From an optimization exercise on the open Yosys and OpenROAD flow, aimed at a short achievable clock period and few clock cycles per item; shortcuts taken in it are not production practice.
In this exercise RTL edits were held to simulation tests only and were not proved equivalent to the original.
Power figures rest on the tool's default switching activity, not on a simulated workload.

==> config.mk <==
export PLATFORM = sky130hd
export DESIGN_NAME = axi4_burst_ram_slave
export DESIGN_NICKNAME = axi4_burst_ram_slave
export VERILOG_FILES = /design/flow/design.v
export SDC_FILE = /design/flow/constraint.sdc
export NUM_CORES = 4
export LEC_CHECK = 0
export ABC_CLOCK_PERIOD_IN_PS = 2000
export CAP_MARGIN = 20
export CORE_MARGIN = 2
export CORE_UTILIZATION = 50
export CTS_CLUSTER_DIAMETER = 80
export CTS_CLUSTER_SIZE = 25
export SETUP_SLACK_MARGIN = 3.3
export SLEW_MARGIN = 20
==> constraint.sdc <==
create_clock -name core_clock -period 5.5 [get_ports {aclk}]
set_input_delay 1.1000 -clock core_clock [delete_from_list [all_inputs] [get_ports {aclk}]]
set_output_delay 1.1000 -clock core_clock [all_outputs]
set_load 0.01 [all_outputs]
==> design.v <==
module axi4_burst_ram_slave #(
  parameter int DATA_BYTES      = 4,
  parameter int ADDR_BYTES      = 1,
  parameter int NUM_ID_BITS_P   = 4,
  parameter int NUM_USER_BITS_P = 4
) (
  input  logic                       aclk,
  input  logic                       aresetn,
  input  logic                       awvalid,
  output logic                       awready,
  input  logic [ADDR_BYTES*8-1:0]    awaddr,
  input  logic [7:0]                 awlen,
  input  logic [2:0]                 awsize,
  input  logic [1:0]                 awburst,
  input  logic [NUM_ID_BITS_P-1:0]   awid,
  input  logic [NUM_USER_BITS_P-1:0] awuser,
  input  logic [3:0]                 awcache,
  input  logic [2:0]                 awprot,
  input  logic                       awlock,
  input  logic [3:0]                 awregion,
  input  logic [3:0]                 awqos,
  input  logic                       wvalid,
  output logic                       wready,
  input  logic [DATA_BYTES*8-1:0]    wdata,
  input  logic [DATA_BYTES-1:0]      wstrb,
  input  logic                       wlast,
  input  logic [NUM_USER_BITS_P-1:0] wuser,
  output logic                       bvalid,
  input  logic                       bready,
  output logic [1:0]                 bresp,
  output logic [NUM_ID_BITS_P-1:0]   bid,
  output logic [NUM_USER_BITS_P-1:0] buser,
  input  logic                       arvalid,
  output logic                       arready,
  input  logic [ADDR_BYTES*8-1:0]    araddr,
  input  logic [7:0]                 arlen,
  input  logic [2:0]                 arsize,
  input  logic [1:0]                 arburst,
  input  logic [NUM_ID_BITS_P-1:0]   arid,
  input  logic [NUM_USER_BITS_P-1:0] aruser,
  input  logic [3:0]                 arcache,
  input  logic [2:0]                 arprot,
  input  logic                       arlock,
  input  logic [3:0]                 arregion,
  input  logic [3:0]                 arqos,
  output logic                       rvalid,
  input  logic                       rready,
  output logic [DATA_BYTES*8-1:0]    rdata,
  output logic [1:0]                 rresp,
  output logic                       rlast,
  output logic [NUM_ID_BITS_P-1:0]   rid,
  output logic [NUM_USER_BITS_P-1:0] ruser
);
  localparam int AW = ADDR_BYTES * 8;
  localparam int DW = DATA_BYTES * 8;
  localparam int LB = $clog2(DATA_BYTES);
  localparam int NW = (2 ** AW) / DATA_BYTES;
  localparam int WA = AW - LB;             
  localparam int IW = NUM_ID_BITS_P;
  localparam int NG = 8;                   
  localparam int GB = $clog2(NG);          
  localparam int LW = WA - GB;             
  localparam int NL = NW / NG;             
  function automatic logic [WA-1:0] next_word(input logic [WA-1:0] a, input logic [WA-1:0] m);
    next_word = (a & ~m) | ((a + WA'(1)) & m);
  endfunction
  function automatic logic [WA-1:0] burst_mask(input logic [7:0] len, input logic [1:0] burst);
    case (burst)
      2'b00:   burst_mask = '0;
      2'b10:   burst_mask = len[WA-1:0];
      default: burst_mask = '1;
    endcase
  endfunction
  function automatic logic burst_err(input logic [7:0] len, input logic [2:0] size,
                                     input logic [1:0] burst);
    logic wrap_bad;
    wrap_bad  = (burst == 2'b10) && !(len == 8'd1 || len == 8'd3 || len == 8'd7 || len == 8'd15);
    burst_err = (burst == 2'b11) || (size != 3'(LB)) || wrap_bad;
  endfunction
  function automatic logic [NW-1:0] row_sel(input logic [WA-1:0] a, input logic err);
    row_sel = err ? '0 : NW'(1) << a;
  endfunction
  typedef struct packed {
    logic [WA-1:0] addr;
    logic [7:0]    len;
    logic          last;    
    logic [WA-1:0] mask;
    logic [IW-1:0] id;
    logic          err;
  } desc_t;
  logic [DW-1:0] mem [NW];
  desc_t      awq_d0, awq_d1, aw_in;
  logic       awq_v0, awq_v1, awq_v1_nx;
  logic       aw_rdy, aw_hs, awq_pop;
  logic          wa_v, wa_last, wa_err, wa_lerr;
  logic [WA-1:0] wa_addr, wa_mask, wa_addr_nx;
  logic [NW-1:0] wa_row;                   
  logic [7:0]    wa_rem;
  logic [IW-1:0] wa_id;
  logic          w_rdy, w_hs, wa_v_nx, wa_load, wa_done;
  logic [DATA_BYTES-1:0] w_be;             
  logic [IW-1:0] bq_id0, bq_id1;
  logic          bq_e0, bq_e1, bq_v0, bq_v1, bq_v0_nx, bq_v1_nx, b_push, b_pop, b_err_in;
  logic          bq0_from1, bq0_fromin, bq0_hold;
  assign aw_hs = awvalid & aw_rdy;
  assign w_hs  = wvalid & w_rdy;
  assign w_be  = {DATA_BYTES{w_hs}} & wstrb;
  assign aw_in.addr = awaddr[AW-1:LB];
  assign aw_in.len  = awlen;
  assign aw_in.last = (awlen == 8'd0);
  assign aw_in.mask = burst_mask(awlen, awburst);
  assign aw_in.id   = awid;
  assign aw_in.err  = burst_err(awlen, awsize, awburst);
  assign wa_done    = w_hs & wa_last;
  assign wa_load    = (!wa_v || wa_done) && awq_v0;
  assign awq_pop    = wa_load;
  assign wa_v_nx    = wa_load | (wa_v & ~wa_done);
  assign wa_addr_nx = next_word(wa_addr, wa_mask);
  always_comb begin
    if (awq_pop) awq_v1_nx = awq_v1 & aw_hs;
    else         awq_v1_nx = awq_v1 | (aw_hs & awq_v0);
  end
  always_ff @(posedge aclk or negedge aresetn) begin
    if (!aresetn) begin
      awq_v0 <= 1'b0;
      awq_v1 <= 1'b0;
      aw_rdy <= 1'b0;
    end else begin
      awq_v1 <= awq_v1_nx;
      awq_v0 <= awq_pop ? (awq_v1 | aw_hs) : (awq_v0 | aw_hs);
      aw_rdy <= ~awq_v1_nx;
    end
  end
  always_ff @(posedge aclk) begin
    if (awq_pop) begin
      if (awq_v1) awq_d0 <= awq_d1;
      else if (aw_hs) awq_d0 <= aw_in;
      if (awq_v1 && aw_hs) awq_d1 <= aw_in;
    end else if (aw_hs) begin
      if (!awq_v0) awq_d0 <= aw_in;
      else         awq_d1 <= aw_in;
    end
  end
  always_ff @(posedge aclk or negedge aresetn) begin
    if (!aresetn) begin
      wa_v  <= 1'b0;
      w_rdy <= 1'b0;
    end else begin
      wa_v  <= wa_v_nx;
      w_rdy <= wa_v_nx & ~bq_v1_nx;
    end
  end
  always_ff @(posedge aclk) begin
    if (wa_load) begin
      wa_addr <= awq_d0.addr;
      wa_row  <= row_sel(awq_d0.addr, awq_d0.err);
      wa_rem  <= awq_d0.len;
      wa_last <= awq_d0.last;
      wa_mask <= awq_d0.mask;
      wa_id   <= awq_d0.id;
      wa_err  <= awq_d0.err;
      wa_lerr <= 1'b0;
    end else if (w_hs) begin
      wa_addr <= wa_addr_nx;
      wa_row  <= row_sel(wa_addr_nx, wa_err);
      wa_rem  <= wa_rem - 8'd1;
      wa_last <= (wa_rem == 8'd1);
      if (wlast) wa_lerr <= 1'b1;
    end
  end
  always_ff @(posedge aclk) begin
    for (int i = 0; i < NW; i++) begin
      for (int b = 0; b < DATA_BYTES; b++) begin
        if (wa_row[i] && w_be[b]) mem[i][b*8 +: 8] <= wdata[b*8 +: 8];
      end
    end
  end
  assign b_push   = wa_done;
  assign b_err_in = wa_err | wa_lerr | ~wlast;
  assign b_pop    = bq_v0 & bready;
  always_comb begin
    if (b_pop) begin
      bq_v0_nx = bq_v1 | b_push;
      bq_v1_nx = bq_v1 & b_push;
    end else begin
      bq_v0_nx = bq_v0 | b_push;
      bq_v1_nx = bq_v1 | (bq_v0 & b_push);
    end
  end
  assign bq0_from1  = b_pop & bq_v1;
  assign bq0_fromin = b_push & (b_pop ? ~bq_v1 : ~bq_v0);
  assign bq0_hold   = ~bq0_from1 & ~bq0_fromin;
  always_ff @(posedge aclk or negedge aresetn) begin
    if (!aresetn) begin
      bq_v0 <= 1'b0;
      bq_v1 <= 1'b0;
    end else begin
      bq_v0 <= bq_v0_nx;
      bq_v1 <= bq_v1_nx;
    end
  end
  always_ff @(posedge aclk) begin
    bq_id0 <= ({IW{bq0_from1}} & bq_id1) | ({IW{bq0_fromin}} & wa_id) | ({IW{bq0_hold}} & bq_id0);
    bq_e0  <= (bq0_from1 & bq_e1) | (bq0_fromin & b_err_in) | (bq0_hold & bq_e0);
    if (b_push && (b_pop ? bq_v1 : bq_v0)) begin
      bq_id1 <= wa_id;
      bq_e1  <= b_err_in;
    end
  end
  assign awready = aw_rdy;
  assign wready  = w_rdy;
  assign bvalid  = bq_v0;
  assign bresp   = {bq_e0, 1'b0};
  assign bid     = bq_id0;
  assign buser   = '0;
  desc_t      arq_d0, arq_d1, ar_in;
  logic       arq_v0, arq_v1, arq_v1_nx;
  logic       ar_rdy, ar_hs, arq_pop;
  logic          f_v, f_last, f_err;
  logic [WA-1:0] f_addr, f_mask, f_addr_nx;
  logic [7:0]    f_rem;
  logic [IW-1:0] f_id;
  logic [NL-1:0] f_lsel, f_lsel_nx;       
  logic          f_load, f_mv, f_done;
  logic          n_v, n_last, n_err;
  logic [WA-1:0] n_addr;
  logic [IW-1:0] n_id;
  logic [NL-1:0] n_lsel;
  logic [NG-1:0] n_hsel;                   
  logic [DW-1:0] n_dat [NG];
  logic          n_free;
  logic          o_v, o_last, o_err;
  logic [WA-1:0] o_addr;
  logic [IW-1:0] o_id;
  logic [DW-1:0] o_data;
  logic          o_take;
  assign ar_hs = arvalid & ar_rdy;
  assign ar_in.addr = araddr[AW-1:LB];
  assign ar_in.len  = arlen;
  assign ar_in.last = (arlen == 8'd0);
  assign ar_in.mask = burst_mask(arlen, arburst);
  assign ar_in.id   = arid;
  assign ar_in.err  = burst_err(arlen, arsize, arburst);
  assign o_take    = ~o_v | rready;
  assign n_free    = ~n_v | o_take;
  assign f_mv      = f_v & n_free;
  assign f_done    = f_mv & f_last;
  assign f_load    = (!f_v || f_done) && arq_v0;
  assign arq_pop   = f_load;
  assign f_addr_nx = next_word(f_addr, f_mask);
  always_comb begin
    if (arq_pop) arq_v1_nx = arq_v1 & ar_hs;
    else         arq_v1_nx = arq_v1 | (ar_hs & arq_v0);
  end
  always_ff @(posedge aclk or negedge aresetn) begin
    if (!aresetn) begin
      arq_v0 <= 1'b0;
      arq_v1 <= 1'b0;
      ar_rdy <= 1'b0;
    end else begin
      arq_v1 <= arq_v1_nx;
      arq_v0 <= arq_pop ? (arq_v1 | ar_hs) : (arq_v0 | ar_hs);
      ar_rdy <= ~arq_v1_nx;
    end
  end
  always_ff @(posedge aclk) begin
    if (arq_pop) begin
      if (arq_v1) arq_d0 <= arq_d1;
      else if (ar_hs) arq_d0 <= ar_in;
      if (arq_v1 && ar_hs) arq_d1 <= ar_in;
    end else if (ar_hs) begin
      if (!arq_v0) arq_d0 <= ar_in;
      else         arq_d1 <= ar_in;
    end
  end
  always_ff @(posedge aclk or negedge aresetn) begin
    if (!aresetn) f_v <= 1'b0;
    else          f_v <= f_load | (f_v & ~f_done);
  end
  always_comb begin
    if (f_load)    f_lsel_nx = arq_d0.err ? '0 : NL'(1) << arq_d0.addr[LW-1:0];
    else           f_lsel_nx = f_err ? '0 : NL'(1) << f_addr_nx[LW-1:0];
  end
  always_ff @(posedge aclk) begin
    if (f_load) begin
      f_addr <= arq_d0.addr;
      f_rem  <= arq_d0.len;
      f_last <= arq_d0.last;
      f_mask <= arq_d0.mask;
      f_id   <= arq_d0.id;
      f_err  <= arq_d0.err;
    end else if (f_mv) begin
      f_addr <= f_addr_nx;
      f_rem  <= f_rem - 8'd1;
      f_last <= (f_rem == 8'd1);
    end
  end
  always_ff @(posedge aclk or negedge aresetn) begin
    if (!aresetn)              f_lsel <= '0;
    else if (f_load || f_mv)   f_lsel <= f_lsel_nx;
  end
  logic [NG-1:0] m_f, m_n;                 
  logic          m_no, m_o;                
  always_comb begin
    for (int g = 0; g < NG; g++) begin
      m_f[g] = |(wa_row[g*NL +: NL] & f_lsel);
      m_n[g] = |(wa_row[g*NL +: NL] & n_lsel);
    end
    m_no = |(m_n & n_hsel);
  end
  assign m_o = (wa_addr == o_addr) & ~wa_err & ~o_err;
  always_ff @(posedge aclk or negedge aresetn) begin
    if (!aresetn)    n_v <= 1'b0;
    else if (n_free) n_v <= f_v;
  end
  always_ff @(posedge aclk) begin
    if (n_free) begin
      n_addr <= f_addr;
      n_last <= f_last;
      n_id   <= f_id;
      n_err  <= f_err;
    end
  end
  always_ff @(posedge aclk or negedge aresetn) begin
    if (!aresetn) begin
      n_lsel <= '0;
      n_hsel <= '0;
    end else if (n_free) begin
      n_lsel <= f_lsel;
      n_hsel <= f_err ? '0 : NG'(1) << f_addr[WA-1:LW];
    end
  end
  always_ff @(posedge aclk) begin
    for (int g = 0; g < NG; g++) begin
      logic [DW-1:0] m;
      m = '0;
      for (int l = 0; l < NL; l++) m = m | (mem[g*NL + l] & {DW{f_lsel[l]}});
      for (int b = 0; b < DATA_BYTES; b++) begin
        if (n_free)
          n_dat[g][b*8 +: 8] <= (m_f[g] && w_be[b]) ? wdata[b*8 +: 8] : m[b*8 +: 8];
        else if (m_n[g] && w_be[b])
          n_dat[g][b*8 +: 8] <= wdata[b*8 +: 8];
      end
    end
  end
  logic [DW-1:0] n_rd;
  always_comb begin
    n_rd = '0;
    for (int g = 0; g < NG; g++) n_rd = n_rd | (n_dat[g] & {DW{n_hsel[g]}});
  end
  always_ff @(posedge aclk or negedge aresetn) begin
    if (!aresetn) begin
      o_v    <= 1'b0;
      o_addr <= '0;
      o_last <= 1'b0;
      o_id   <= '0;
      o_err  <= 1'b0;
      o_data <= '0;
    end else begin
      if (o_take) begin
        o_v    <= n_v;
        o_addr <= n_addr;
        o_last <= n_last;
        o_id   <= n_id;
        o_err  <= n_err;
      end
      for (int b = 0; b < DATA_BYTES; b++) begin
        if (o_take)
          o_data[b*8 +: 8] <= (m_no && w_be[b]) ? wdata[b*8 +: 8] : n_rd[b*8 +: 8];
        else if (m_o && w_be[b])
          o_data[b*8 +: 8] <= wdata[b*8 +: 8];
      end
    end
  end
  assign arready = ar_rdy;
  assign rvalid  = o_v;
  assign rdata   = o_data;
  assign rresp   = {o_err, 1'b0};
  assign rlast   = o_last;
  assign rid     = o_id;
  assign ruser   = '0;
  logic unused_sideband;
  assign unused_sideband = ^{awuser, awcache, awprot, awlock, awregion,
                             awqos, wuser, aruser, arcache, arprot,
                             arlock, arregion, arqos};
endmodule
==> flow/run.sh <==
#!/bin/bash
# Standard ORFS layout, but let the resizer size cells across footprints (the platform sets
# MATCH_CELL_FOOTPRINT=1, which keeps the port buffers as slow delay buffers).
set -euo pipefail
cp standard.sh standard_used.sh.log
bash standard.sh MATCH_CELL_FOOTPRINT=0 finish > flow_make.log 2>&1
==> standard.sh <==
#!/bin/bash
# synth_recipe.tcl (not shown) runs the flow's synth.tcl, then flattens the netlist and writes it again
# the make line also repeats each setting of config.mk as NAME=value (left out here)
make -C /OpenROAD-flow-scripts/flow DESIGN_CONFIG=/design/flow/config.mk WORK_HOME=/design/flow/orfs CLKGATE_MAP_FILE= SYNTH_SCRIPT=/design/flow/synth_recipe.tcl "${@:-finish}"
==> qor.csv, run 1 <==
stage,metric,value,unit
run_status,status,timing/DRC/antenna clean,
worst_setup_path,Worst setup SP type,register,
global_routing,maximum number of pins on one net before global-route repair,67,
synthesis,Mapped Area,99800,um^2
timing,Final Setup Violations,0,
timing,Tcrit/Tclk final,47.8,%
final_layout,layout overhead on the synthesized area,17.9,%
worst_setup_path,worst-path cell chain,"buf_12, buf_6",
route,DR DRC count,0,
hold_path,worst hold path class,input port to async pin,
worst_setup_path,worst reg2reg path depth,8,
route,DRT iter0 DRCs,9808,
synthesis,Synth cell types,64,
worst_setup_path,Max Fanout on Critical Path,2,
worst_setup_path,Critical Path RT,4.40,ns
timing,final-report hold violation count,0,
die,Die ar.,203000,um^2
die,effective utilization at floorplan,50.2,%
pwr,P_int,36300,uW
timing,Slew Limit Fails,0,
global_routing,initial antenna violation count,39,
clocking,clk root buf,clkbuf_16,
synthesis,Main synth FF type,edfxtp_1,
placed_design,port buffer count,137,
route,vias per cell,6.83,
route,DRT Pass-1 Iters,8,
worst_setup_path,RR Endpoint,o_data[11],
pwr,switching fraction of total power,36.3,%
global_routing,vias in the first global route,58676,
placed_design,Placer Congestion,0.915,
synthesis,dominant cell type by area after synthesis,edfxtp_1,
clocking,clk latency of the worst-skew pair,0.84,ns
timing,Clock Skew,0.0324,ns
pwr,combinational group share of total power,33.6,%
synthesis,"Async S/R FF share, synth",3.08,%
worst_setup_path,register-to-register setup slack,3.03,ns
clocking,CTS sink cnt,2628,
clocking,CTS max path bufs,3,
global_routing,remaining global-route overflow,0,
timing,fmax,380,MHz
clocking,CTS HTree Levels,4,
synthesis,post-synth top area share,76.4,%
final_layout,layout cells sized above 1,26.4,%
global_routing,Tot GR Track Use,32.3,%
clocking,Post-CTS Hold Buffers,0,
clocking,Num CTS Buffers,132,
pwr,Pwr Density,484,nW/um^2
worst_setup_path,crit path DAT,1.53,ns
synthesis,synth top area cells,"edfxtp_1 76%, a22oi_1 8.8%, dfrtp_1 2.0%",
timing,Slew HR,19.5,%
synthesis,Post-Synthesis Cells,6112,
die,Core Area,199000,um^2
worst_setup_path,RR Startpoint,wa_row[4],
pwr,Sw Pwr,20700,uW
pwr,Clock power frac,19.8,%
synthesis,synth cell count leaders,"2541 x edfxtp_1, 1165 x a22oi_1, 413 x nand2_1, 349 x clkbuf_1, 321 x o21ai_0",
timing,WHS,0.220,ns
die,die height,451,um
worst_setup_path,CP max stage delay,0.43,ns
placed_design,hpwl dp,181000,um
die,Ports,196,
pwr,sequential share of power,46.5,%
synthesis,Post-synth EDFFs,2541,
route,remaining antenna violation count,0,
worst_setup_path,Setup crit end kind,output pin,
route,via count,63354,
placed_design,post-place setup slack,1.28,ns
synthesis,Mapped Avg Cell Area,16.3,um^2
pwr,Power Total,56900,uW
pwr,leakage,0.0375,uW
die,die width,451,um
synthesis,Synth Register Bits,2628,
timing,setup TNS,0,ns
synthesis,"count leader, synth",edfxtp_1,
timing,Slew @ Worst Pin,1.21,ns
global_routing,first-pass GRT wire length,461000,um
final_layout,final layout net count,6657,
worst_setup_path,critical path class,register to output pin,
pwr,VDD IR max,0.316,mV
synthesis,"Seq/Total Area, Yosys",78.6,%
route,drt total wl,341000,um
worst_setup_path,Critical-path top delay cell,dfrtp_2,
job,Max Cap Viol,0,
synthesis,Yosys warning count,3,
die,Rows,164,
clocking,clock slew at reported path FFs,0.10,ns
route,WL per Instance,36.7,um
clocking,CTS tree,done,
timing,unrepaired setup endpoints after global routing,yes,
timing,final worst slack,2.87,ns
timing,min Tclk post-route,2.63,ns
final_layout,Filler Cells Inserted,14947,
[cells in the final DEF (no fill, tap or decap), drive strengths merged, types with 54 or more instances in the layout]
master  instances
edfxtp       2541
a22oi        1167
buf           516
nand2         419
o21ai         322
nand4         272
and2          259
clkbuf        237
dfrtp          81
nor2           79
inv            68
o22ai          65
a221oi         63
mux2           54
[critical path, delay by kind of cell, from the launching register on]
family	cells	cell delay, ns
buffers and inverters	2	0.28
flip-flops	1	0.43
[cells by family (layout without fill, tap and decap cells)]
kind of cell	count (synthesis)	count (layout)	synth area share, %
other cells	1	42	0.00376
xor+xnor	29	29	0.254
fa+ha+maj	6	6	0.0752
buf+inv	458	904	1.84
mux	56	56	0.629
simple gates	1172	1189	6.12
compound gates	1762	1766	12.5
flops	2628	2628	78.6
[flip-flops by register name (all words and copies together) (netlist names), 26 cells and up, named ones only]
register and cells:
arq_d0 26, arq_d1 26, awq_d0 26, awq_d1 26, mem 2048, n_dat 256
o_data 32, wa_row 64
[per-layer routing]
| metal | track usage (%) | share of wire (%) |
|---|---|---|
| met2 | 47.4 | 44 |
| met5 | 1.96 | 0.15 |
| met3 | 10.1 | 12 |
| met1 | 43.5 | 37 |
| met4 | 16.6 | 5.7 |
[per-stage QoR]
stage,util (%),instance area [um^2],instances
final,59.1,118000,9276
after detailed placement,53.1,106000,8647
after global routing,59.1,118000,9254
after floorplan,-,102000,6121
after CTS,57.5,114000,9146
after global placement,53.0,106000,8646
[power by group through the flow]
stage / clock [uW] / combinational, uW / sequential (uW)
global route: 12000 / 19500 / 26600
global placement: 0 / 13400 / 27300
CTS: 11300 / 16900 / 26400
detailed placement: 0 / 13500 / 27400
floorplan: 0 / 7560 / 26100
finish: 11300 / 19100 / 26500
[how the worst max path moves through the flow]
stage          cells after the start  slack, ns       from         to
2_1_floorplan                      5       2.61     rready  arq_d0[0]
3_3_place_gp                       9       1.33     rready  f_lsel[0]
3_5_place_dp                       9       1.28     rready  f_lsel[0]
4_1_cts                            2       2.83  o_data[8]   rdata[8]
5_1_grt                            2       2.84  o_data[8]   rdata[8]
6_report                           2       2.87  o_data[8]   rdata[8]
[layout make-up]
cell class | instances | area [um^2] | share of cell area (%)
timing repair inverter | 1 | 7.51 | 0.00638
clock buffer | 165 | 3570 | 3.04
clock inverter | 44 | 447 | 0.380
timing repair buffer | 640 | 7680 | 6.52
multi-input combinational | 3056 | 23800 | 20.3
inverter | 54 | 223 | 0.189
sequential | 2628 | 78500 | 66.7
antenna | 32 | 80.1 | 0.0680
tap | 2656 | 3320 | 2.82
[timing repair]
| item | 4_1_cts | 5_1_grt |
|---|---|---|
| endpoints found under the setup margin | 3049 | 690 |
| resized for setup | 602 | 586 |
| buffers inserted | 236 | 70 |
| pin swaps | 113 | 134 |
| cloned | 54 | 28 |
Testbench counts, summed over its fixed seeds: cycles 13,582, beats 26,619.
==> inputs of run 2 (changes only) <==
--- a/design.v
+++ b/design.v
@@ -95,16 +95,22 @@
   logic          wa_v, wa_last, wa_err, wa_lerr;
   logic [WA-1:0] wa_addr, wa_mask, wa_addr_nx;
   logic [NW-1:0] wa_row;                   
+  logic [NW-1:0] wa_rowb;                  
+  logic [WA-1:0] wa_addr_d;
+  logic          wa_err_d, w_rdy_d;
   logic [7:0]    wa_rem;
   logic [IW-1:0] wa_id;
   logic          w_rdy, w_hs, wa_v_nx, wa_load, wa_done;
-  logic [DATA_BYTES-1:0] w_be;             
+  logic [DATA_BYTES-1:0] w_vb;             
+  logic [DATA_BYTES-1:0] w_hb;             
   logic [IW-1:0] bq_id0, bq_id1;
   logic          bq_e0, bq_e1, bq_v0, bq_v1, bq_v0_nx, bq_v1_nx, b_push, b_pop, b_err_in;
+  logic          b_vld;                    
   logic          bq0_from1, bq0_fromin, bq0_hold;
-  assign aw_hs = awvalid & aw_rdy;
-  assign w_hs  = wvalid & w_rdy;
-  assign w_be  = {DATA_BYTES{w_hs}} & wstrb;
+  assign aw_hs = awvalid & ~awq_v1;
+  assign w_hs  = wvalid & wa_v & ~bq_v1;
+  assign w_vb  = {DATA_BYTES{wvalid}} & wstrb;
+  assign w_hb  = {DATA_BYTES{w_hs}} & wstrb;
   assign aw_in.addr = awaddr[AW-1:LB];
   assign aw_in.len  = awlen;
   assign aw_in.last = (awlen == 8'd0);
@@ -141,19 +147,25 @@
       else         awq_d1 <= aw_in;
     end
   end
+  assign w_rdy_d   = wa_v_nx & ~bq_v1_nx;
+  assign wa_addr_d = wa_load ? awq_d0.addr : w_hs ? wa_addr_nx : wa_addr;
+  assign wa_err_d  = wa_load ? awq_d0.err : wa_err;
   always_ff @(posedge aclk or negedge aresetn) begin
     if (!aresetn) begin
-      wa_v  <= 1'b0;
-      w_rdy <= 1'b0;
+      wa_v   <= 1'b0;
+      w_rdy  <= 1'b0;
+      wa_row  <= '0;
+      wa_rowb <= '0;
     end else begin
-      wa_v  <= wa_v_nx;
-      w_rdy <= wa_v_nx & ~bq_v1_nx;
+      wa_v   <= wa_v_nx;
+      w_rdy  <= w_rdy_d;
+      wa_row  <= w_rdy_d ? row_sel(wa_addr_d, wa_err_d) : '0;
+      wa_rowb <= row_sel(wa_addr_d, wa_err_d);
     end
   end
   always_ff @(posedge aclk) begin
     if (wa_load) begin
       wa_addr <= awq_d0.addr;
-      wa_row  <= row_sel(awq_d0.addr, awq_d0.err);
       wa_rem  <= awq_d0.len;
       wa_last <= awq_d0.last;
       wa_mask <= awq_d0.mask;
@@ -162,7 +174,6 @@
       wa_lerr <= 1'b0;
     end else if (w_hs) begin
       wa_addr <= wa_addr_nx;
-      wa_row  <= row_sel(wa_addr_nx, wa_err);
       wa_rem  <= wa_rem - 8'd1;
       wa_last <= (wa_rem == 8'd1);
       if (wlast) wa_lerr <= 1'b1;
@@ -171,7 +182,7 @@
   always_ff @(posedge aclk) begin
     for (int i = 0; i < NW; i++) begin
       for (int b = 0; b < DATA_BYTES; b++) begin
-        if (wa_row[i] && w_be[b]) mem[i][b*8 +: 8] <= wdata[b*8 +: 8];
+        if (wa_row[i] && w_vb[b]) mem[i][b*8 +: 8] <= wdata[b*8 +: 8];
       end
     end
   end
@@ -194,9 +205,11 @@
     if (!aresetn) begin
       bq_v0 <= 1'b0;
       bq_v1 <= 1'b0;
+      b_vld <= 1'b0;
     end else begin
       bq_v0 <= bq_v0_nx;
       bq_v1 <= bq_v1_nx;
+      b_vld <= (b_vld & bready) ? (bq_v1 | b_push) : (b_vld | b_push);   
     end
   end
   always_ff @(posedge aclk) begin
@@ -209,7 +222,7 @@
   end
   assign awready = aw_rdy;
   assign wready  = w_rdy;
-  assign bvalid  = bq_v0;
+  assign bvalid  = b_vld;
   assign bresp   = {bq_e0, 1'b0};
   assign bid     = bq_id0;
   assign buser   = '0;
@@ -230,11 +243,12 @@
   logic [DW-1:0] n_dat [NG];
   logic          n_free;
   logic          o_v, o_last, o_err;
+  logic          r_vld;                    
   logic [WA-1:0] o_addr;
   logic [IW-1:0] o_id;
   logic [DW-1:0] o_data;
   logic          o_take;
-  assign ar_hs = arvalid & ar_rdy;
+  assign ar_hs = arvalid & ~arq_v1;        
   assign ar_in.addr = araddr[AW-1:LB];
   assign ar_in.len  = arlen;
   assign ar_in.last = (arlen == 8'd0);
@@ -303,8 +317,8 @@
   logic          m_no, m_o;                
   always_comb begin
     for (int g = 0; g < NG; g++) begin
-      m_f[g] = |(wa_row[g*NL +: NL] & f_lsel);
-      m_n[g] = |(wa_row[g*NL +: NL] & n_lsel);
+      m_f[g] = |(wa_rowb[g*NL +: NL] & f_lsel);
+      m_n[g] = |(wa_rowb[g*NL +: NL] & n_lsel);
     end
     m_no = |(m_n & n_hsel);
   end
@@ -337,8 +351,8 @@
       for (int l = 0; l < NL; l++) m = m | (mem[g*NL + l] & {DW{f_lsel[l]}});
       for (int b = 0; b < DATA_BYTES; b++) begin
         if (n_free)
-          n_dat[g][b*8 +: 8] <= (m_f[g] && w_be[b]) ? wdata[b*8 +: 8] : m[b*8 +: 8];
-        else if (m_n[g] && w_be[b])
+          n_dat[g][b*8 +: 8] <= (m_f[g] && w_hb[b]) ? wdata[b*8 +: 8] : m[b*8 +: 8];
+        else if (m_n[g] && w_hb[b])
           n_dat[g][b*8 +: 8] <= wdata[b*8 +: 8];
       end
     end
@@ -366,14 +380,18 @@
       end
       for (int b = 0; b < DATA_BYTES; b++) begin
         if (o_take)
-          o_data[b*8 +: 8] <= (m_no && w_be[b]) ? wdata[b*8 +: 8] : n_rd[b*8 +: 8];
-        else if (m_o && w_be[b])
+          o_data[b*8 +: 8] <= (m_no && w_hb[b]) ? wdata[b*8 +: 8] : n_rd[b*8 +: 8];
+        else if (m_o && w_hb[b])
           o_data[b*8 +: 8] <= wdata[b*8 +: 8];
       end
     end
   end
   assign arready = ar_rdy;
-  assign rvalid  = o_v;
+  always_ff @(posedge aclk or negedge aresetn) begin
+    if (!aresetn)              r_vld <= 1'b0;
+    else if (!r_vld || rready) r_vld <= n_v;
+  end
+  assign rvalid  = r_vld;
   assign rdata   = o_data;
   assign rresp   = {o_err, 1'b0};
   assign rlast   = o_last;
==> flow/run.sh (replaced) <==
#!/bin/bash
# Standard ORFS layout with these changes:
# - the port buffers are buf_4 (not the delay buffer buffer_ports picks) and the resizer may
#   size cells across footprints (the platform sets MATCH_CELL_FOOTPRINT=1);
# - more rounds of antenna repair after detailed routing (MAX_REPAIR_ANTENNAS_ITER_DRT).
set -euo pipefail
cp standard.sh standard_used.sh.log
bash standard.sh MATCH_CELL_FOOTPRINT=0 "BUFFER_PORTS_ARGS=-buffer_cell sky130_fd_sc_hd__buf_4" MAX_REPAIR_ANTENNAS_ITER_DRT=15 finish > flow_make.log 2>&1
--- a/config.mk
+++ b/config.mk
@@ -13,3 +13,4 @@
 export CTS_CLUSTER_SIZE = 25
 export SETUP_SLACK_MARGIN = 3.3
 export SLEW_MARGIN = 20
+export TNS_END_PERCENT = 20
==> run 2 against run 1 <==
Still clean. Sequential share of layout area decreased by 0.52 points. Flip-flop and latch count increased by 66. Clock skew increased by 0.00095 ns. Wire length increased by 1.0%. Register-to-register slack got worse by 0.06 ns. Worst hold slack improved by 0.12 ns. Largest cell class unchanged.
==> qor.csv, run 2 <==
stage,metric,value,unit,change
run_status,status,timing/DRC/antenna clean,,
route,via count,64226,,+1.4%
final_layout,most frequent cells in the layout,"2470 x edfxtp_1, 541 x a22o_1, 431 x a221oi_1, 261 x nor2_1, 248 x and3_1",,
clocking,CTS max path bufs,3,,unchanged
timing,min Tclk post-route,2.70,ns,+0.0641 ns
final_layout,Biggest register,mem,,
final_layout,Largest regs,"mem: 2048 flops, n_dat: 256 flops",,
worst_setup_path,Setup crit end kind,output pin,,
route,drt total wl,344000,um,+1.0%
route,DRT iter0 DRCs,10383,,+5.9%
synthesis,Main synth FF type,edfxtp_1,,
worst_setup_path,Worst Setup SP,o_data[21],,
timing,Tcrit/Tclk final,49.0,%,+1.2 points
synthesis,Yosys warning count,3,,unchanged
hold_path,worst hold path class,input port to async pin,,
clocking,CTS tree,done,,
timing,WHS,0.342,ns,+0.122 ns
die,Die ar.,207000,um^2,+1.7%
worst_setup_path,Worst path top cell family by delay,flip-flops,,
global_routing,vias in the first global route,58411,,-0.45%
clocking,CTS HTree Levels,4,,unchanged
global_routing,initial antenna violation count,61,,+56%
route,remaining antenna violation count,0,,unchanged
worst_setup_path,CP max stage delay,0.59,ns,+0.16 ns
die,Core Area,202000,um^2,+1.4%
route,DR DRC count,0,,unchanged
timing,Slew @ Worst Pin,1.32,ns,+0.114 ns
placed_design,Placer Congestion,0.905,,-1.1%
synthesis,"Seq/Total Area, Yosys",78.5,%,about the same
synthesis,Synth Register Bits,2694,,+2.5%
clocking,CTS sink cnt,2694,,+2.5%
synthesis,dominant cell type by area after synthesis,edfxtp_1,,
route,vias per cell,6.97,,+2.1%
clocking,clk latency of the worst-skew pair,0.84,ns,about the same
die,die width,455,um,+0.84%
synthesis,synth top area cells,"edfxtp_1 73%, dfrtp_1 5.2%, a221oi_1 4.7%",,
final_layout,"leading cell type in the layout, fill and taps excluded",edfxtp_1,,
die,die height,455,um,+0.84%
synthesis,Mapped Avg Cell Area,16.8,um^2,+2.6%
worst_setup_path,Max Fanout on Critical Path,2,,unchanged
synthesis,"count leader, synth",edfxtp_1,,
pwr,Pwr Density,451,nW/um^2,-6.8%
timing,unrepaired setup endpoints after global routing,yes,,
placed_design,port buffer count,137,,unchanged
worst_setup_path,worst-path cell chain,buf_6,,
clocking,Post-CTS Hold Buffers,0,,unchanged
synthesis,Synth cell types,65,,+1.6%
job,Max Cap Viol,0,,unchanged
timing,final-report hold violation count,0,,unchanged
worst_setup_path,crit path DAT,1.60,ns,+0.07 ns
worst_setup_path,buffers plus inverters on the worst setup path,1,,-1
final_layout,layout cells sized above 1,24.5,%,-1.8 points
timing,Clock Skew,0.0334,ns,+0.000948 ns
timing,Slew Limit Fails,0,,unchanged
die,effective utilization at floorplan,50.3,%,+0.13 points
worst_setup_path,Critical Path RT,4.40,ns,about the same
global_routing,first-pass GRT wire length,460000,um,about the same
worst_setup_path,Critical-path top delay cell,dfrtp_4,,
synthesis,Post-Synthesis Cells,6060,,-0.85%
clocking,clock slew at reported path FFs,0.10,ns,about the same
die,Rows,165,,+0.61%
final_layout,final layout net count,6498,,-2.4%
pwr,VDD IR max,0.332,mV,+5.2%
pwr,leakage,0.0394,uW,+5.1%
global_routing,remaining global-route overflow,0,,unchanged
synthesis,Post-synth EDFFs,2470,,-2.8%
worst_setup_path,RR Startpoint,wa_addr[1],,
clocking,clk root buf,clkbuf_16,,
global_routing,maximum number of pins on one net before global-route repair,126,,+88%
global_routing,Tot GR Track Use,31.9,%,-0.42 points
synthesis,post-synth top area share,73.1,%,-3.4 points
clocking,Num CTS Buffers,135,,+2.3%
synthesis,"Async S/R FF share, synth",7.83,%,+4.8 points
final_layout,layout overhead on the synthesized area,18.7,%,
route,WL per Instance,37.4,um,+1.7%
worst_setup_path,Worst setup SP type,register,,
final_layout,Largest register FFs,2048,,unchanged
timing,setup TNS,0,ns,unchanged
synthesis,Mapped Area,102000,um^2,+1.7%
timing,Slew HR,11.9,%,-7.6 points
timing,fmax,371,MHz,-2.4%
worst_setup_path,critical path class,register to output pin,,
synthesis,synth cell count leaders,"2470 x edfxtp_1, 542 x a221oi_1, 542 x a22o_1, 426 x nor2_1, 388 x clkbuf_1",,
route,DRT Pass-1 Iters,8,,unchanged
die,Ports,196,,unchanged
timing,Final Setup Violations,0,,unchanged
placed_design,hpwl dp,172000,um,-5.3%
==> run 2: cell types whose count changed in the layout (fill, tap and decap cells not counted), sizes merged, moves of 252 or more <==
cell    previous run  this run
a22o              31       542
a22oi           1167       139
nor2              79       427
a221oi            63       544
o21ai            322        70
a31oi              2       260
nand4            272        13
nand2            419       163
==> run 2: repair_timing <==
item,CTS,global route
cloned,63,27
setup buffers,220,85
gates resized for setup,648,671
setup endpoints to repair,2366,2120
pin swaps,85,118
hold endpoints to repair,0,0
==> run 2: worst paths after layout <==
path,depth (start not counted),endpoint,slack (ns)
max,1,rdata[21],2.80
min,1,f_lsel[2],0.34
max reg2reg,10,o_data[23],2.97
min reg2reg,0,n_id[3],0.43
max in group asynchronous,2,o_data[5],3.88
min in group core_clock,0,n_id[3],0.43
==> run 2: cell families (layout without fill, tap and decap cells) <==
kind of cell | Yosys count | in the layout | share of synthesized area (%)
flip-flops | 2694 | 2694 | 78.5
AO/OA/AOI/OAI | 1737 | 1740 | 13.7
AND/OR/NAND/NOR | 1039 | 1048 | 4.93
buffers and inverters | 502 | 855 | 1.99
multiplexers | 56 | 56 | 0.617
XOR/XNOR | 25 | 25 | 0.216
adder cells (fa/ha/maj) | 6 | 6 | 0.0739
other | 1 | 114 | 0.00369
==> run 2: layer usage <==
| layer | share of wire (%) | up-vias | track usage [%] | wire (um) |
|---|---|---|---|---|
| met5 | 0.099 | - | 0 | 340 |
| met1 | 37 | 33118 | 44.8 | 129000 |
| li1 | - | 25638 | - | - |
| met2 | 44 | 4556 | 46.7 | 152000 |
| met4 | 5.6 | 26 | 15.0 | 19200 |
| met3 | 13 | 888 | 8.45 | 44300 |
==> run 2: cell type report <==
type | instances | area [um^2]
Inverter | 31 | 169
Antenna cell | 104 | 260
Clock buffer | 175 | 3760
Clock inverter | 42 | 498
Timing Repair Buffer | 605 | 7750
Multi-Input combinational cell | 2885 | 25000
Tap cell | 2672 | 3340
Sequential cell | 2694 | 79800
Fill cell | 14712 | 81300
Timing Repair inverter | 2 | 17.5
==> run 2: report_power, final <==
group / total, uW / internal [uW] / switching [uW]
clock: 11800 / 5260 / 6520
sequential: 26000 / 24600 / 1440
combinational: 16500 / 6360 / 10200
==> run 2: per-stage QoR <==
step	area, um^2	setup WS [ns]	utilization (%)	std cells	power [uW]
after floorplan	102000	2.66	-	6069	32400
after CTS	116000	2.74	57.4	8994	51700
after global routing	120000	2.78	59.6	9138	55600
after global placement	105000	1.41	52.2	8494	37200
after detailed placement	105000	1.30	52.2	8494	37300
final	121000	2.80	59.7	9210	54300
Testbench counts of run 2, summed over its fixed seeds: cycles 13,582, beats 26,619.
==> inputs of run 3 (changes only) <==
==> flow/run.sh (replaced) <==
#!/bin/bash
# Standard ORFS layout with two changes:
# - the port buffers are buf_4 (not the delay buffer buffer_ports picks) and the resizer may
#   size cells across footprints (the platform sets MATCH_CELL_FOOTPRINT=1);
# - after global placement the I/O pins are placed again, next to the registers that drive
#   the outputs, with the port buffers and those registers beside their pins (flow/repin.tcl).
set -euo pipefail
cp standard.sh standard_used.sh.log
export RES=$PWD/orfs/results/sky130hd/axi4_burst_ram_slave/base
bash standard.sh MATCH_CELL_FOOTPRINT=0 "BUFFER_PORTS_ARGS=-buffer_cell sky130_fd_sc_hd__buf_4" $RES/3_3_place_gp.odb > flow_make1.log 2>&1
IO_PLACER_H=met3 IO_PLACER_V=met2 openroad -no_init -exit flow/repin.tcl > flow_repin.log 2>&1
bash standard.sh MATCH_CELL_FOOTPRINT=0 "BUFFER_PORTS_ARGS=-buffer_cell sky130_fd_sc_hd__buf_4" finish > flow_make2.log 2>&1
==> flow/repin.tcl (new file) <==
# Re-place the I/O pins after global placement, next to the registers that drive the outputs,
# and put each port buffer (and each output register) beside its pin.
set plat $::env(FLOW_HOME)/platforms/sky130hd
read_lef $plat/lef/sky130_fd_sc_hd.tlef
read_lef $plat/lef/sky130_fd_sc_hd_merged.lef
read_liberty $plat/lib/sky130_fd_sc_hd__tt_025C_1v80.lib
set res $::env(RES)
read_db $res/3_3_place_gp.odb
read_sdc $res/2_floorplan.sdc

set block [ord::get_db_block]
set core [$block getCoreArea]
set cx0 [$core xMin]; set cy0 [$core yMin]; set cx1 [$core xMax]; set cy1 [$core yMax]

proc clampx {x} { global cx0 cx1; expr {max($cx0 + 2000, min($cx1 - 12000, $x))} }
proc clampy {y} { global cy0 cy1; expr {max($cy0 + 2000, min($cy1 - 6000, $y))} }

# the output port buffers and the registers driving them
set moves {}
foreach bt [$block getBTerms] {
  if {[$bt getIoType] != "OUTPUT"} continue
  set net [$bt getNet]
  set buf ""
  foreach it [$net getITerms] { if {[$it isOutputSignal]} { set buf [$it getInst] } }
  if {$buf == ""} continue
  set reg ""
  foreach it [$buf getITerms] {
    if {[$it isInputSignal]} {
      set n2 [$it getNet]
      if {$n2 == "NULL"} continue
      foreach it2 [$n2 getITerms] {
        if {[$it2 isOutputSignal] && [[[$it2 getInst] getMaster] isSequential]} { set reg [$it2 getInst] }
      }
    }
  }
  if {$reg == ""} continue
  # buffer to the register, so that place_pins puts the pin on the nearest edge
  set l [$reg getLocation]
  $buf setLocation [lindex $l 0] [lindex $l 1]
  lappend moves [list $bt $buf $reg]
}

place_pins -hor_layers $::env(IO_PLACER_H) -ver_layers $::env(IO_PLACER_V)

foreach m $moves {
  lassign $m bt buf reg
  set bb [$bt getBBox]
  set px [expr {([$bb xMin] + [$bb xMax]) / 2}]
  set py [expr {([$bb yMin] + [$bb yMax]) / 2}]
  set x [clampx $px]; set y [clampy $py]
  $buf setLocation $x $y
  # register just inside the buffer
  set dx 0; set dy 0
  if {$px <= $cx0} { set dx 8000 } elseif {$px >= $cx1} { set dx -8000 } elseif {$py <= $cy0} { set dy 5440 } else { set dy -5440 }
  $reg setLocation [clampx [expr {$x + $dx}]] [clampy [expr {$y + $dy}]]
}

# input port buffers next to their pins
foreach bt [$block getBTerms] {
  if {[$bt getIoType] != "INPUT"} continue
  set net [$bt getNet]
  if {$net == "NULL"} continue
  if {[$net getSigType] == "CLOCK"} continue
  set bb [$bt getBBox]
  set px [expr {([$bb xMin] + [$bb xMax]) / 2}]
  set py [expr {([$bb yMin] + [$bb yMax]) / 2}]
  foreach it [$net getITerms] {
    set inst [$it getInst]
    if {[string match "input*" [$inst getName]]} { $inst setLocation [clampx $px] [clampy $py] }
  }
}

write_db $res/3_3_place_gp.odb
--- a/config.mk
+++ b/config.mk
@@ -8,9 +8,10 @@
 export ABC_CLOCK_PERIOD_IN_PS = 2000
 export CAP_MARGIN = 20
 export CORE_MARGIN = 2
-export CORE_UTILIZATION = 50
+export CORE_UTILIZATION = 65
 export CTS_CLUSTER_DIAMETER = 80
 export CTS_CLUSTER_SIZE = 25
+export PLACE_DENSITY = 0.72
 export SETUP_SLACK_MARGIN = 3.3
 export SLEW_MARGIN = 20
 export TNS_END_PERCENT = 20
==> run 3 against run 2 <==
Critical endpoint is now o_data[29]. Clock power is 6% lower. Fmax is 3.9% higher. Cell area fell by 1.6%. The layout now fails its checks (antenna rules). Count of clock-buffer cells in the layout up 5. Sequential power barely moved. Synthesized cell count stayed put.
==> qor.csv, run 3 <==
stage,metric,value,unit,change
synthesis,synth top area cells,"edfxtp_1 73%, dfrtp_1 5.2%, a221oi_1 4.7%",,
die,Core Area,156000,um^2,-23%
final_layout,layout overhead on the synthesized area,16.8,%,
pwr,sequential share of power,49.1,%,+1.2 points
synthesis,Post-Synthesis Cells,6060,,unchanged
synthesis,post-synth top area share,73.1,%,unchanged
die,die height,399,um,-12%
worst_setup_path,critical path class,register to register,,
synthesis,Synth Register Bits,2694,,unchanged
timing,final worst slack,2.91,ns,+0.101 ns
route,DR DRC count,0,,unchanged
synthesis,"count leader, synth",edfxtp_1,,
final_layout,Largest register FFs,2048,,unchanged
final_layout,final layout net count,6520,,+0.34%
synthesis,Post-synth EDFFs,2470,,unchanged
timing,Slew @ Worst Pin,1.14,ns,-0.183 ns
synthesis,Main synth FF type,edfxtp_1,,
global_routing,maximum number of pins on one net before global-route repair,119,,-5.6%
global_routing,initial antenna violation count,50,,-18%
pwr,combinational group share of total power,29.8,%,-0.6 points
timing,fmax,385,MHz,+3.9%
synthesis,Synth cell types,65,,unchanged
die,Die ar.,159000,um^2,-23%
synthesis,"Async S/R FF share, synth",7.83,%,unchanged
placed_design,"Cell Area, Placed",105000,um^2,-0.80%
placed_design,port buffer count,137,,unchanged
clocking,CTS HTree Levels,4,,unchanged
hold_path,worst hold path class,input port to async pin,,
worst_setup_path,Max Fanout on Critical Path,5,,+3
synthesis,synth cell count leaders,"2470 x edfxtp_1, 542 x a221oi_1, 542 x a22o_1, 426 x nor2_1, 388 x clkbuf_1",,
timing,Final Setup Violations,0,,unchanged
final_layout,"Design Area, Final",119000,um^2,-1.6%
run_status,Failed Checks,antenna rules,,
timing,Slew HR,24.1,%,+12 points
run_status,status,"complete, but fails checks",,
worst_setup_path,Setup crit end kind,register,,
clocking,clk latency of the worst-skew pair,0.82,ns,-0.02 ns
die,die width,399,um,-12%
pwr,switching fraction of total power,33.0,%,-0.43 points
final_layout,most frequent cells in the layout,"2470 x edfxtp_1, 542 x a22o_1, 453 x a221oi_1, 343 x nor2_1, 333 x buf_4",,
worst_setup_path,Critical Path RT,6.19,ns,+1.79 ns
placed_design,hpwl dp,162000,um,-5.4%
pwr,Sw Pwr,17400,uW,-4.0%
placed_design,post-place setup slack,1.26,ns,-0.0406 ns
timing,unrepaired setup endpoints after global routing,yes,,
route,vias per cell,7.55,,+8.2%
final_layout,"leading cell type in the layout, fill and taps excluded",edfxtp_1,,
clocking,clock slew at reported path FFs,0.10,ns,about the same
pwr,Pwr Density,445,nW/um^2,-1.2%
route,drt total wl,325000,um,-5.5%
timing,Clock Skew,0.0293,ns,-0.00405 ns
final_layout,layout cells sized above 1,22.1,%,-2.4 points
pwr,Clock power frac,21.1,%,-0.6 points
timing,Slew Limit Fails,0,,unchanged
worst_setup_path,Worst setup SP type,register,,
route,DRT Pass-1 Iters,9,,+1
pwr,leakage,0.0391,uW,-0.74%
placed_design,Placer Congestion,0.950,,+5.0%
timing,Tcrit/Tclk final,47.2,%,-1.8 points
global_routing,vias in the first global route,59267,,+1.5%
clocking,Num CTS Buffers,131,,-3.0%
worst_setup_path,crit path DAT,3.28,ns,+1.68 ns
final_layout,Largest regs,"mem: 2048 flops, n_dat: 256 flops",,
synthesis,"Seq/Total Area, Yosys",78.5,%,unchanged
synthesis,Mapped Avg Cell Area,16.8,um^2,unchanged
pwr,Power Total,52800,uW,-2.8%
route,remaining antenna violation count,1,,+1
die,Rows,145,,-12%
route,DRT iter0 DRCs,11717,,+13%
timing,final-report hold violation count,0,,unchanged
timing,min Tclk post-route,2.59,ns,-0.101 ns
die,effective utilization at floorplan,65.2,%,+15 points
synthesis,Yosys warning count,3,,unchanged
synthesis,Mapped Area,102000,um^2,unchanged
route,WL per Instance,37.6,um,+0.58%
clocking,CTS sink cnt,2694,,unchanged
final_layout,Biggest register,mem,,
final_layout,Filler Cells Inserted,8441,,-43%
pwr,P_int,35400,uW,-2.2%
synthesis,dominant cell type by area after synthesis,edfxtp_1,,
clocking,clk root buf,clkbuf_16,,
global_routing,remaining global-route overflow,0,,unchanged
pwr,VDD IR max,0.484,mV,+46%
clocking,CTS tree,done,,
timing,setup TNS,0,ns,unchanged
die,Ports,196,,unchanged
clocking,CTS max path bufs,3,,unchanged
job,Max Cap Viol,0,,unchanged
clocking,Post-CTS Hold Buffers,0,,unchanged
global_routing,first-pass GRT wire length,442000,um,-4.0%
global_routing,Tot GR Track Use,39.7,%,+7.7 points
timing,WHS,0.357,ns,+0.0148 ns
route,via count,65304,,+1.7%
-- run 3: cell counts after synthesis --
No cell type changed its count.
-- run 3: timing repair --
action,4_1_cts,5_1_grt
hold endpoints to repair,0,0
pin swaps,111,76
cloned,41,8
setup endpoints to repair,2270,928
buffers inserted,270,108
resized for setup,671,360
-- run 3: power by group through the flow --
stage / clock, uW / sequential, uW / combinational, uW
final: 11100 / 25900 / 15700
after detailed placement: 0 / 26600 / 10500
after CTS: 11100 / 25800 / 13800
after global placement: 0 / 26500 / 10300
after floorplan: 0 / 25500 / 6950
after global routing: 11700 / 26000 / 16100
-- run 3: layout make-up --
type	count	area (um^2)	area share, %
clock buffers	180	3670	3.10
multi-input cells	2881	24200	20.4
inverters	31	165	0.139
well taps	2058	2570	2.17
diodes	141	353	0.298
repair inverters	2	17.5	0.0148
clock inverters	31	278	0.234
flip-flops and latches	2694	79800	67.3
repair buffers	635	7530	6.35
-- run 3: worst max-delay path: stages, from the launching register on --
cell and delay, ns:
dfrtp_2 0.46, buf_12 0.15, a22oi_1 0.24, and4_4 0.29, o22ai_4 0.07, a221oi_4 0.23, buf_4 0.17, buf_8 0.13
buf_12 0.11, buf_8 0.12, buf_4 0.11, a2111oi_2 0.06, a211oi_2 0.33
-- run 3: worst paths after layout --
kind                            startpoint         end  slack [ns]  cells past startpoint
worst min register to register   awq_d0[6]  wa_mask[1]        0.43                      0
min in group core_clock          awq_d0[6]  wa_mask[1]        0.43                      0
worst min-delay path               aresetn  o_data[18]        0.36                      1
worst max register to register   n_lsel[4]  o_data[29]        2.91                     12
worst max-delay path             n_lsel[4]  o_data[29]        2.91                     12
max in group asynchronous          aresetn  wa_rowb[8]        3.80                      2
-- run 3: cells by family (layout without fill, tap and decap cells) --
| kind of cell | count (synthesis) | in the layout | synth area share [%] |
|---|---|---|---|
| buffers and inverters | 502 | 879 | 1.99 |
| AND/OR/NAND/NOR | 1039 | 1041 | 4.93 |
| AO/OA/AOI/OAI | 1737 | 1743 | 13.7 |
| XOR/XNOR | 25 | 25 | 0.216 |
| adder cells (fa/ha/maj) | 6 | 6 | 0.0739 |
| other | 1 | 151 | 0.00369 |
| multiplexers | 56 | 56 | 0.617 |
| flip-flops | 2694 | 2694 | 78.5 |
-- run 3: routing by layer --
layer  vias up  share of wire [%]  global-route usage (%)
li1      25639                  -                       -
met1     32705                 34                    54.5
met2      5853                 44                    55.4
met3      1077                 16                    15.9
met4        30                5.9                    20.2
met5         -              0.086                       0
-- run 3: per-stage QoR --
| stage | utilization [%] | cells |
|---|---|---|
| 4_1_cts | 74.1 | 8396 |
| 6_report | 76.2 | 8653 |
| 5_1_grt | 76.0 | 8536 |
| 2_1_floorplan | - | 6069 |
| 3_3_place_gp | 67.2 | 7872 |
| 3_5_place_dp | 67.2 | 7874 |
==> inputs of run 4 (changes only) <==
==> flow/run.sh (replaced) <==
#!/bin/bash
# Standard ORFS layout with two changes:
# - the port buffers are buf_4 (not the delay buffer buffer_ports picks) and the resizer may
#   size cells across footprints (the platform sets MATCH_CELL_FOOTPRINT=1);
# - after global placement the I/O pins are placed again, next to the registers that drive
#   the outputs, with the port buffers and those registers beside their pins (flow/repin.tcl);
# - more rounds of antenna repair after detailed routing (MAX_REPAIR_ANTENNAS_ITER_DRT).
set -euo pipefail
cp standard.sh standard_used.sh.log
export RES=$PWD/orfs/results/sky130hd/axi4_burst_ram_slave/base
bash standard.sh MATCH_CELL_FOOTPRINT=0 "BUFFER_PORTS_ARGS=-buffer_cell sky130_fd_sc_hd__buf_4" $RES/3_3_place_gp.odb > flow_make1.log 2>&1
IO_PLACER_H=met3 IO_PLACER_V=met2 openroad -no_init -exit flow/repin.tcl > flow_repin.log 2>&1
bash standard.sh MATCH_CELL_FOOTPRINT=0 "BUFFER_PORTS_ARGS=-buffer_cell sky130_fd_sc_hd__buf_4" MAX_REPAIR_ANTENNAS_ITER_DRT=15 finish > flow_make2.log 2>&1
--- a/config.mk
+++ b/config.mk
@@ -8,10 +8,9 @@
 export ABC_CLOCK_PERIOD_IN_PS = 2000
 export CAP_MARGIN = 20
 export CORE_MARGIN = 2
-export CORE_UTILIZATION = 65
+export CORE_UTILIZATION = 50
 export CTS_CLUSTER_DIAMETER = 80
 export CTS_CLUSTER_SIZE = 25
-export PLACE_DENSITY = 0.72
 export SETUP_SLACK_MARGIN = 3.3
 export SLEW_MARGIN = 20
 export TNS_END_PERCENT = 20
==> run 4 against run 3 <==
Critical endpoint is now o_data[9]. Largest power group unchanged. Wire length up 4.1%. Highest routed layer unchanged. Synthesized cell count is the same. Synthesized area unchanged. Clock skew rose by 0.019 ns. Fmax fell by 2.6%. Global-route usage fell by 8.0 points. Cell area increased by 0.91%. Now clean on timing, DRC and antenna. Total power rose by 2.2%. Non-clock buffer count is 19 lower. Largest cell class unchanged.
==> qor.csv, run 4 <==
stage,metric,value,unit,change
worst_setup_path,register-to-register setup slack,2.84,ns,-0.07 ns
clocking,CTS sink cnt,2694,,unchanged
route,drt total wl,339000,um,+4.1%
global_routing,first-pass GRT wire length,457000,um,+3.4%
worst_setup_path,Critical Path RT,6.17,ns,-0.02 ns
placed_design,"Cell Area, Placed",105000,um^2,+0.81%
final_layout,Layout Cells excl Fill,9239,,+6.8%
route,via count,64053,,-1.9%
die,Rows,165,,+14%
job,Max Cap Viol,0,,unchanged
synthesis,synth cell count leaders,"2470 x edfxtp_1, 542 x a221oi_1, 542 x a22o_1, 426 x nor2_1, 388 x clkbuf_1",,
die,Ports,196,,unchanged
global_routing,remaining global-route overflow,0,,unchanged
route,DRT iter0 DRCs,10556,,-9.9%
placed_design,post-place setup slack,1.27,ns,+0.0162 ns
synthesis,post-synth top area share,73.1,%,unchanged
synthesis,Yosys warning count,3,,unchanged
final_layout,most frequent cells in the layout,"2470 x edfxtp_1, 542 x a22o_1, 446 x a221oi_1, 349 x nor2_1, 293 x buf_4",,
synthesis,dominant cell type by area after synthesis,edfxtp_1,,
placed_design,DP Cell Count,8494,,+7.9%
global_routing,initial antenna violation count,54,,+8.0%
worst_setup_path,worst reg2reg path depth,9,,-3
synthesis,"Seq/Total Area, Yosys",78.5,%,unchanged
timing,Final Setup Violations,0,,unchanged
final_layout,"leading cell type in the layout, fill and taps excluded",edfxtp_1,,
route,DRT Pass-1 Iters,6,,-3
route,remaining antenna violation count,0,,-1
hold_path,worst hold path class,input port to async pin,,
timing,Tcrit/Tclk final,48.4,%,+1.3 points
worst_setup_path,Setup crit end kind,register,,
synthesis,Synth Area in Simple Gates,4.93,%,unchanged
clocking,Num CTS Buffers,135,,+3.1%
clocking,clk root buf,clkbuf_16,,
global_routing,Tot GR Track Use,31.6,%,-8.0 points
timing,unrepaired setup endpoints after global routing,yes,,
placed_design,Placer Congestion,0.905,,-4.8%
timing,WHS,0.332,ns,-0.0245 ns
synthesis,compound-cell area share of the yosys netlist,13.7,%,unchanged
synthesis,xor and xnor area share after synthesis,0.216,%,unchanged
placed_design,hpwl dp,170000,um,+4.6%
final_layout,final layout net count,6508,,-0.18%
timing,Slew @ Worst Pin,1.30,ns,+0.161 ns
final_layout,layout overhead on the synthesized area,17.9,%,
route,DR DRC count,0,,unchanged
final_layout,Biggest register,mem,,
synthesis,main combinational cell family by area after synthesis,compound AO/OA/AOI/OAI gates,,
synthesis,mux cell area share after synthesis,0.617,%,unchanged
run_status,status,timing/DRC/antenna clean,,
final_layout,Largest register FFs,2048,,unchanged
final_layout,layout cells sized above 1,22.2,%,+0.095 points
synthesis,post-synthesis adder-cell area fraction,0.0739,%,unchanged
die,die height,455,um,+14%
die,die width,455,um,+14%
route,vias per cell,6.93,,-8.1%
synthesis,synth top area cells,"edfxtp_1 73%, dfrtp_1 5.2%, a221oi_1 4.7%",,
die,effective utilization at floorplan,50.3,%,-15 points
timing,Slew HR,13.4,%,-11 points
timing,final worst slack,2.84,ns,-0.0701 ns
clocking,clk latency of the worst-skew pair,0.86,ns,+0.04 ns
synthesis,"count leader, synth",edfxtp_1,,
timing,setup TNS,0,ns,unchanged
final_layout,"Design Area, Final",120000,um^2,+0.91%
synthesis,Main synth FF type,edfxtp_1,,
clocking,CTS max path bufs,3,,unchanged
synthesis,Post-Synthesis Cells,6060,,unchanged
synthesis,Mapped Area,102000,um^2,unchanged
route,WL per Instance,36.7,um,-2.5%
worst_setup_path,critical path class,register to register,,
clocking,CTS tree,done,,
timing,min Tclk post-route,2.66,ns,+0.0701 ns
timing,final-report hold violation count,0,,unchanged
worst_setup_path,Max Fanout on Critical Path,8,,+3
die,Die ar.,207000,um^2,+30%
timing,Clock Skew,0.0479,ns,+0.0185 ns
die,Core Area,202000,um^2,+30%
worst_setup_path,RR Startpoint,n_lsel[4],,
worst_setup_path,Worst Setup SP,n_lsel[4],,
pwr,leakage,0.0393,uW,+0.45%
synthesis,Synth cell types,65,,unchanged
timing,Slew Limit Fails,0,,unchanged
synthesis,"Async S/R FF share, synth",7.83,%,unchanged
clocking,Post-CTS Hold Buffers,0,,unchanged
worst_setup_path,RR Endpoint,o_data[9],,
worst_setup_path,Worst setup SP type,register,,
final_layout,Largest regs,"mem: 2048 flops, n_dat: 256 flops",,
pwr,Pwr Density,451,nW/um^2,+1.3%
synthesis,Mapped Avg Cell Area,16.8,um^2,unchanged
synthesis,Synth Register Bits,2694,,unchanged
pwr,VDD IR max,0.416,mV,-14%
clocking,CTS HTree Levels,4,,unchanged
clocking,clock slew at reported path FFs,0.10,ns,about the same
global_routing,vias in the first global route,58409,,-1.4%
placed_design,port buffer count,137,,unchanged
global_routing,maximum number of pins on one net before global-route repair,126,,+5.9%
worst_setup_path,crit path DAT,3.33,ns,+0.05 ns
timing,fmax,375,MHz,-2.6%
synthesis,Post-synth EDFFs,2470,,unchanged
## run 4: cell counts after synthesis
Identical to the previous run, type by type.
## run 4: routing by layer
layer | track usage, % | part of all wire, % | vias to the layer above
met5 | 0 | 0.030 | -
met4 | 15.2 | 5.0 | 13
met3 | 8.34 | 13 | 869
met2 | 46.7 | 45 | 4539
met1 | 43.9 | 38 | 33009
li1 | - | - | 25623
## run 4: report_power, final
group / leakage (uW) / total, uW / internal, uW / switching, uW
Clock: 0.00209 / 11800 / 5270 / 6580
Sequential: 0.0254 / 25900 / 24500 / 1340
Combinational: 0.0118 / 16200 / 6200 / 10000
Total: 0.0393 / 54000 / 36000 / 18000
## run 4: stage by stage
stage	total power (uW)	util, %
finish	54000	59.3
CTS	51500	57.2
global route	55300	59.2
global placement	37200	52.2
floorplan	32400	-
detailed placement	37300	52.2
## run 4: cell families after synthesis
kind of cell	Yosys count
AO/OA/AOI/OAI	1737
AND/OR/NAND/NOR	1039
adder cells (fa/ha/maj)	6
other	1
multiplexers	56
flip-flops	2694
buffers and inverters	502
XOR/XNOR	25
## run 4: worst max path at each step
stage | endpoint | slack (ns) | cells past startpoint
after CTS | rresp[1] | 2.90 | 1
after global routing | o_data[0] | 2.88 | 10
after floorplan | f_lsel[7] | 2.66 | 11
after detailed placement | wa_rowb[51] | 1.27 | 8
after global placement | wa_rowb[51] | 1.41 | 8
final | o_data[9] | 2.84 | 9
## run 4: cell type report
| cell class | instances | area (um^2) |
|---|---|---|
| multi-input combinational | 2883 | 24200 |
| timing repair buffer | 616 | 7580 |
| fill | 14772 | 82200 |
| inverter | 31 | 181 |
| antenna | 109 | 273 |
| sequential | 2694 | 79800 |
| clock inverter | 41 | 464 |
| clock buffer | 190 | 3830 |
| tap | 2672 | 3340 |
| timing repair inverter | 3 | 28.8 |
## run 4: what timing repair did
item,4_1_cts,5_1_grt
gates resized for setup,543,527
buffers inserted,221,113
gates cloned,50,21
endpoints found under the setup margin,2366,2112
pin swaps,67,113
## run 4: worst max-delay path, cell delays in order, from the launching register on
cell,delay [ns]
dfrtp_2,0.52
buf_6,0.18
a22oi_1,0.09
and4_4,0.23
o22a_1,0.22
o221a_4,0.19
buf_12,0.16
clkbuf_16,0.17
a21o_4,0.29
a211oi_2,0.44

-- port drivers added, routing unchanged --
In the flow no input, the clock included, has a driving cell. The finished layouts below were timed again as built, in two steps.
Step 1, drivers: a clkbuf_16 drives aclk and a buf_2 each remaining input, both assumed.
Step 2 also shifts input and output timing later by t, the mid clock arrival at the registers, as if the neighbouring blocks saw the same clock.
Three values: ideal ports, drivers, drivers and shift; two values: the first two.
| run | t (ns) | slack for setup (ns) | worst setup path after step 2 | worst data-port slew with drivers (ns) | cell pins on the clock port's net |
|---|---|---|---|---|---|
| run 1 | 0.924 | 2.869 / 2.771 / 2.247 | input to register | 0.20 | 1 |
| run 2 | 0.911 | 2.804 / 2.718 / 2.139 | input to register | 0.29 | 1 |
| run 3 | 0.891 | 2.906 / 2.757 / 1.866 | input to register | 0.43 | 1 |
| run 4 | 0.928 | 2.836 / 2.836 / 2.237 | input to register | 0.05 | 1 |
The setup slack of run 3, which loses most, moves by -0.149 ns with the drivers and by -1.040 ns with both steps.
